Context: an optimization exercise on an open-source flow, tuned for small area. The choices shown serve that exercise and are no tape-out recipe.
Function was checked by simulation only, so behaviour that the tests miss may differ from the original.
No activity file was given, so power comes from the tool's default toggle rates.

==> inputs of 06-10 <==
==> flow/design.v <==
module rf_aoi222 (
    input  logic a1, a2, b1, b2, c1, c2,
    output logic y
);
    assign y = ~((a1 & a2) | (b1 & b2) | (c1 & c2));
endmodule
module rf_sel33 #(
    parameter int WIDTH = 32
) (
    input  logic [32:0]      s,
    input  logic [32:0][WIDTH-1:0] d,
    output logic [WIDTH-1:0] out
);
    logic [10:0][WIDTH-1:0] n;
    for (genvar g = 0; g < 11; g++) begin : g_grp
        for (genvar b = 0; b < WIDTH; b++) begin : g_bit
            rf_aoi222 u_aoi (
                .a1(s[3*g]),   .a2(d[3*g][b]),
                .b1(s[3*g+1]), .b2(d[3*g+1][b]),
                .c1(s[3*g+2]), .c2(d[3*g+2][b]),
                .y (n[g][b])
            );
        end
    end
    always_comb begin
        out = '1;
        for (int g = 0; g < 11; g++) out = out & n[g];
        out = ~out;
    end
endmodule
module rf_sel31 #(
    parameter int WIDTH = 32
) (
    input  logic [30:0]      s,
    input  logic [30:0][WIDTH-1:0] d,
    output logic [WIDTH-1:0] out
);
    logic [10:0][WIDTH-1:0] n;
    for (genvar g = 0; g < 10; g++) begin : g_grp
        for (genvar b = 0; b < WIDTH; b++) begin : g_bit
            rf_aoi222 u_aoi (
                .a1(s[3*g]),   .a2(d[3*g][b]),
                .b1(s[3*g+1]), .b2(d[3*g+1][b]),
                .c1(s[3*g+2]), .c2(d[3*g+2][b]),
                .y (n[g][b])
            );
        end
    end
    assign n[10] = ~({WIDTH{s[30]}} & d[30]);
    always_comb begin
        out = '1;
        for (int g = 0; g < 11; g++) out = out & n[g];
        out = ~out;
    end
endmodule
module rf_dump #(
    parameter int WIDTH = 32,
    parameter int AW    = 5
) (
    input  logic             clk,
    input  logic             rst_n,
    input  logic             wen,
    input  logic [AW-1:0]    waddr,
    input  logic [WIDTH-1:0] wd,
    input  logic [AW-1:0]    raddr1,
    input  logic [AW-1:0]    raddr2,
    output logic [WIDTH-1:0] rd1,
    output logic [WIDTH-1:0] rd2,
    input  logic             dump_start,
    output logic             dump_busy,
    output logic             dump_valid,
    input  logic             dump_ready,
    output logic [AW-1:0]    dump_addr,
    output logic [WIDTH-1:0] dump_data,
    output logic             dump_last
);
    localparam int DEPTH = 1 << AW;
    localparam logic [AW-1:0] LAST_IDX = AW'(DEPTH - 1);
    logic [WIDTH-1:0] mem [1:DEPTH-1];
    logic [DEPTH-1:1] vld;
    logic [DEPTH-1:1] wsel;
    logic             busy_q;
    logic [AW-1:0]    idx_q, idx_d;
    logic [WIDTH-1:0] data_q, data_d;
    logic             load, fwd;
    logic [30:0]      s1, s2;
    logic [32:0]      sd;
    logic [30:0][WIDTH-1:0] rdat;
    logic [32:0][WIDTH-1:0] ddat;
    always_comb begin
        for (int i = 1; i < DEPTH; i++) wsel[i] = wen && (waddr == AW'(i));
    end
    always_ff @(posedge clk) begin
        for (int i = 1; i < DEPTH; i++)
            if (wsel[i]) mem[i] <= wd;
    end
    always_ff @(posedge clk) begin
        if (!rst_n) vld <= '0;
        else        vld <= vld | wsel;
    end
    always_comb begin
        for (int i = 1; i < DEPTH; i++) begin
            s1[i-1]   = vld[i] && (raddr1 == AW'(i));
            s2[i-1]   = vld[i] && (raddr2 == AW'(i));
            rdat[i-1] = mem[i];
        end
    end
    rf_sel31 #(.WIDTH(WIDTH)) u_rd1 (.s(s1), .d(rdat), .out(rd1));
    rf_sel31 #(.WIDTH(WIDTH)) u_rd2 (.s(s2), .d(rdat), .out(rd2));
    assign load  = busy_q ? (dump_ready && (idx_q != LAST_IDX)) : dump_start;
    assign idx_d = busy_q ? (idx_q + AW'(1)) : '0;
    always_comb begin
        fwd = 1'b0;
        for (int i = 1; i < DEPTH; i++) begin
            sd[i-1]   = load && vld[i] && !wsel[i] && (idx_d == AW'(i));
            ddat[i-1] = mem[i];
            fwd       = fwd | (load && wsel[i] && (idx_d == AW'(i)));
        end
        sd[31]   = fwd;
        ddat[31] = wd;
        sd[32]   = !load;
        ddat[32] = data_q;
    end
    rf_sel33 #(.WIDTH(WIDTH)) u_dsel (.s(sd), .d(ddat), .out(data_d));
    always_ff @(posedge clk) begin
        if (!rst_n)                                         busy_q <= 1'b0;
        else if (!busy_q)                                   busy_q <= dump_start;
        else if (dump_ready && (idx_q == LAST_IDX))         busy_q <= 1'b0;
    end
    always_ff @(posedge clk) begin
        data_q <= data_d;
        if (load) idx_q <= idx_d;
    end
    assign dump_busy  = busy_q;
    assign dump_valid = busy_q;
    assign dump_addr  = idx_q;
    assign dump_data  = data_q;
    assign dump_last  = busy_q && (idx_q == LAST_IDX);
endmodule
==> flow/flow/run.sh <==
#!/bin/bash
# Own layout flow: the standard ORFS flow (standard synthesis unchanged), with
#  * minimum-size buffers on the I/O ports (buffer_ports -buffer_cell buf_1), and
#  * a clock tree of clkbuf_8 without dummy loads, clustered so that every
#    flip-flop clock pin keeps a low slew.
# The full make output goes to layout.log; ORFS writes each step's log under orfs/logs/.
set -euo pipefail
cd "$(dirname "$0")/.."
bash standard.sh \
  "BUFFER_PORTS_ARGS=-buffer_cell sky130_fd_sc_hd__buf_1" \
  "CTS_ARGS=-sink_clustering_enable -repair_clock_nets -dont_use_dummy_load -buf_list sky130_fd_sc_hd__clkbuf_8 -sink_clustering_size 16 -sink_clustering_max_diameter 50" \
  finish > layout.log 2>&1
==> flow/standard.sh <==
#!/bin/bash
# synth_recipe.tcl (not shown) runs the flow's synth.tcl, then flattens the netlist and writes it again
# the make line also repeats each setting of config.mk as NAME=value (left out here)
make -C /OpenROAD-flow-scripts/flow DESIGN_CONFIG=/design/flow/config.mk WORK_HOME=/design/flow/orfs CLKGATE_MAP_FILE= SYNTH_SCRIPT=/design/flow/synth_recipe.tcl "${@:-finish}"
==> flow/config.mk <==
export PLATFORM = sky130hd
export DESIGN_NAME = rf_dump
export DESIGN_NICKNAME = rf_dump
export VERILOG_FILES = /design/flow/design.v
export SDC_FILE = /design/flow/constraint.sdc
export NUM_CORES = 4
export LEC_CHECK = 0
export CAP_MARGIN = 20
export CELL_PAD_IN_SITES_DETAIL_PLACEMENT = 1
export CORE_MARGIN = 2
export CORE_UTILIZATION = 30
export PLACE_DENSITY = 0.4
export SLEW_MARGIN = 20
export SYNTH_HIERARCHICAL = 1
export SYNTH_MINIMUM_KEEP_SIZE = 0
==> flow/constraint.sdc <==
create_clock -name core_clock -period 7.0 [get_ports {clk}]
set_input_delay 1.4000 -clock core_clock [delete_from_list [all_inputs] [get_ports {clk}]]
set_output_delay 1.4000 -clock core_clock [all_outputs]
set_load 0.01 [all_outputs]
==> 03-09: changes against 06-10 <==
--- a/flow/config.mk
+++ b/flow/config.mk
@@ -6,10 +6,9 @@
 export NUM_CORES = 4
 export LEC_CHECK = 0
 export CAP_MARGIN = 20
-export CELL_PAD_IN_SITES_DETAIL_PLACEMENT = 1
 export CORE_MARGIN = 2
 export CORE_UTILIZATION = 30
-export PLACE_DENSITY = 0.4
+export PLACE_DENSITY = 0.5
 export SLEW_MARGIN = 20
 export SYNTH_HIERARCHICAL = 1
 export SYNTH_MINIMUM_KEEP_SIZE = 0
==> 10-02: changes against 06-10 <==
==> flow/run.sh (new file) <==
#!/bin/bash
# synth_recipe.tcl (not shown) runs the flow's synth.tcl, then flattens the netlist and writes it again
# the make line also repeats each setting of config.mk as NAME=value (left out here)
make -C /OpenROAD-flow-scripts/flow DESIGN_CONFIG=/design/flow/config.mk WORK_HOME=/design/flow/orfs CLKGATE_MAP_FILE= SYNTH_SCRIPT=/design/flow/synth_recipe.tcl finish
--- a/flow/config.mk
+++ b/flow/config.mk
@@ -6,10 +6,9 @@
 export NUM_CORES = 4
 export LEC_CHECK = 0
 export CAP_MARGIN = 20
-export CELL_PAD_IN_SITES_DETAIL_PLACEMENT = 1
 export CORE_MARGIN = 2
 export CORE_UTILIZATION = 30
-export PLACE_DENSITY = 0.4
+export PLACE_DENSITY = 0.5
 export SLEW_MARGIN = 20
 export SYNTH_HIERARCHICAL = 1
 export SYNTH_MINIMUM_KEEP_SIZE = 0
removed: flow/flow/run.sh
removed: flow/standard.sh
==> notes <==
Against 06-10, the worst setup slack of 10-02 is worse by 550 ps.
Sequential power is about the same in 03-09 and 06-10.
Die area is the same in 03-09 and 10-02.
The lowest cell count belongs to 03-09, the highest to 10-02.
Combinational power: 10-02 is larger than 06-10 (about 1%).

afterwards: timing with drivers on the ports:
In the flow no input, the clock included, has a driving cell. The finished layouts below were timed again as built, in two steps. Step 1 sets driving cells, clkbuf_16 on the clock port and buf_2 on the other inputs (assumed; they add their load-dependent delay and slew). Step 2 also shifts input and output timing later by t, the mid clock arrival at the registers, as if the neighbouring blocks saw the same clock. Slacks: ideal ports / drivers / drivers and shift; pairs: ideal ports / drivers.
run | t (ns) | slack for setup (ns) | worst data-port slew with drivers (ns) | pins driven straight from the clock port
06-10 | 0.925 | 0.911 / 0.873 / 0.873 | 0.17 | 1
03-09 | 0.932 | 1.154 / 1.121 / 1.121 | 0.08 | 1
10-02 | 0.815 | 0.366 / 0.328 / 0.328 | 0.19 | 1
After both steps setup and hold are still met in every run listed.
